This is an optimization exercise on Yosys and OpenROAD, whose aim is small area and a short achievable clock period, not a production implementation. Function was checked by simulation only, so behaviour that the tests miss may differ from the original.

Design kmeans_cluster_store, start of the top module:
module kmeans_cluster_store
#(
    parameter int K      = kmeans_pkg::K_DEF,
    parameter int DATA_W = kmeans_pkg::DATA_W_DEF,
    parameter int DEPTH  = kmeans_pkg::DEPTH_DEF,
    parameter int IDX_W  = $clog2(K),
    parameter int ADDR_W = $clog2(DEPTH),
    parameter int CNT_W  = ADDR_W + 1
    ,parameter int SUM_W = DATA_W + ADDR_W
) (
    input  logic              clk,
    input  logic              reset,
    input  logic              in_valid,
    output logic              in_ready,
    input  logic [DATA_W-1:0] in_data,
    input  logic [IDX_W-1:0]  in_idx,
    input  logic              clr,
    input  logic              rd_en,
    input  logic [IDX_W-1:0]  rd_sel,
    input  logic [ADDR_W-1:0] rd_addr,
    output logic              rd_valid,
    output logic [DATA_W-1:0] rd_data,
    output logic [CNT_W-1:0]  cnt,
    output logic [K-1:0]      full,
    output logic              err
    ,output logic [SUM_W-1:0] sum
);
Size in the first run: roughly 7000 cells after synthesis, roughly 82 I/O pins, ~120000 sq um of cells after synthesis.
==> flow/config.mk <==
export PLATFORM = sky130hd
export DESIGN_NAME = kmeans_cluster_store
export DESIGN_NICKNAME = kmeans_cluster_store
export VERILOG_FILES = /design/flow/design.v
export SDC_FILE = /design/flow/constraint.sdc
export NUM_CORES = 4
export LEC_CHECK = 0
export CAP_MARGIN = 20
export CORE_MARGIN = 2
export CORE_UTILIZATION = 65
export CTS_CLUSTER_DIAMETER = 100
export CTS_CLUSTER_SIZE = 24
export GPL_TIMING_DRIVEN = 0
export SETUP_SLACK_MARGIN = 1.2
export SLEW_MARGIN = 20
export SYNTH_HIERARCHICAL = 1
==> flow/constraint.sdc <==
create_clock -name core_clock -period 3.5 [get_ports {clk}]
set_input_delay 0.7000 -clock core_clock [delete_from_list [all_inputs] [get_ports {clk}]]
set_output_delay 0.7000 -clock core_clock [all_outputs]
set_load 0.01 [all_outputs]
standard.sh (not shown) runs the stock make flow with config.mk's settings and CLKGATE_MAP_FILE= SYNTH_SCRIPT=/design/flow/synth_recipe.tcl, a recipe that flattens the netlist after the stock synthesis.
==> flow/flow/run.sh <==
#!/bin/bash
# The standard layout (standard.sh), with two changes: the buffers that
# buffer_ports puts on every input and output port are buf_4 cells instead
# of the tool's default pick (a delay buffer), and the buffers that synthesis
# (ABC) inserted are removed at floorplan so that the placement-aware repair
# rebuilds the buffering. The make output goes to flow_standard.log; ORFS
# keeps each step's log under orfs/logs/.
set -uo pipefail
bash standard.sh "BUFFER_PORTS_ARGS=-buffer_cell sky130_fd_sc_hd__buf_4" REMOVE_ABC_BUFFERS=1 finish > flow_standard.log 2>&1
The first run ran to the end with no violations.
Then changed:
--- a/flow/design.v
+++ b/flow/design.v
@@ -170,18 +170,16 @@
     output logic [CNT_W-1:0]  cnt,
     output logic [K-1:0]      full,
     output logic              err
     ,output logic [SUM_W-1:0] sum
 );
     localparam int NW   = K * DEPTH;         
     localparam int LO_W = 3;                 
     localparam int HI_W = ADDR_W - LO_W;
-    localparam int RLO_W = 4;                
-    localparam int RHI_W = ADDR_W - RLO_W;
     localparam int N1 = DEPTH / 8;
     localparam int N2 = N1 / 2;
     localparam int N3 = N2 / 2;
     logic [DATA_W-1:0] mem [NW];
     logic [CNT_W-1:0]  count [K];
     logic [SUM_W-1:0]  acc [K];
     logic [K-1:0]      xfer_k;
     logic              xfer_oob;
@@ -261,28 +259,28 @@
     logic [K-1:0]      rsel_c;      
     logic [K-1:0]      rsel_s0;
     logic [K-1:0]      rsel_s1;
     logic [DATA_W-1:0] rd_next;
     logic              in_range;
     logic              pend_hit;    
     logic              take_mem;    
     logic              take_pend;   
-    logic [K*(1<<RHI_W)-1:0] pre_hi_n;
-    logic [(1<<RLO_W)-1:0]   pre_lo_n;
-    kmeans_rd_pre #(.K(K), .ADDR_W(ADDR_W), .SEL_W(IDX_W), .LO_W(RLO_W)) u_pre (
+    logic [K*(1<<HI_W)-1:0] pre_hi_n;
+    logic [(1<<LO_W)-1:0]   pre_lo_n;
+    kmeans_rd_pre #(.K(K), .ADDR_W(ADDR_W), .SEL_W(IDX_W), .LO_W(LO_W)) u_pre (
         .sel  (rd_sel),
         .addr (rd_addr),
         .hi_n (pre_hi_n),
         .lo_n (pre_lo_n)
     );
-    for (genvar i = 0; i < K*(1<<RHI_W); i++) begin : g_line
-        for (genvar l = 0; l < (1 << RLO_W); l++) begin : g_l
-            kmeans_nor2 u_a (.a({pre_hi_n[i], pre_lo_n[l]}), .y(line_a[i*(1<<RLO_W) + l]));
-            kmeans_nor2 u_b (.a({pre_hi_n[i], pre_lo_n[l]}), .y(line_b[i*(1<<RLO_W) + l]));
+    for (genvar i = 0; i < K*(1<<HI_W); i++) begin : g_line
+        for (genvar l = 0; l < (1 << LO_W); l++) begin : g_l
+            kmeans_nor2 u_a (.a({pre_hi_n[i], pre_lo_n[l]}), .y(line_a[i*(1<<LO_W) + l]));
+            kmeans_nor2 u_b (.a({pre_hi_n[i], pre_lo_n[l]}), .y(line_b[i*(1<<LO_W) + l]));
         end
     end
     kmeans_sel_dec #(.K(K), .SEL_W(IDX_W)) u_rsel_c  (.sel(rd_sel), .y(rsel_c));
     kmeans_sel_dec #(.K(K), .SEL_W(IDX_W)) u_rsel_s0 (.sel(rd_sel), .y(rsel_s0));
     kmeans_sel_dec #(.K(K), .SEL_W(IDX_W)) u_rsel_s1 (.sel(rd_sel), .y(rsel_s1));
     logic [K-1:0] slot_ok;
     for (genvar k = 0; k < K; k++) begin : g_lt
         kmeans_slot_lt #(.ADDR_W(ADDR_W)) u_lt (.addr(rd_addr), .cnt(count[k]), .y(slot_ok[k]));
Die area barely changes.
Cell area hardly moves.
Global-route usage came out lower by 0.45 points.
Register-to-register slack improves by 30 ps.
Utilization barely changes.
Sequential share of layout area is about the same.

-- separate check: timing with driven ports --
No port has a modelled driver above. Below, the same layouts with a new extraction and two added sets of constraints.
Step 1 sets driving cells, clkbuf_16 on the clock port and buf_2 on the other inputs (assumed; they add their load-dependent delay and slew).
Step 2 also shifts input and output timing later by t, the mid clock arrival at the registers, as if the neighbouring blocks saw the same clock.
Three values: ideal, step 1, step 2; two values: the first two.
| run | t (ns) | setup WS [ns] | worst hold slack (ns) | worst register clock-pin slew, ns | worst data-port slew with drivers (ns) |
|---|---|---|---|---|---|
| the first run | 0.934 | 1.030 / 0.853 / -0.081 | 0.145 / 0.081 / 0.556 | 0.11 / 0.11 | 0.39 |
| the second run | 0.934 | 1.046 / 1.072 / 0.143 | 0.165 / 0.094 / 0.558 | 0.11 / 0.11 | 0.10 |
With both steps, setup timing fails in the first run, where it was met with ideal ports. The setup slack of the first run, which loses most, moves by -0.177 ns with the drivers and by -1.111 ns with both steps.
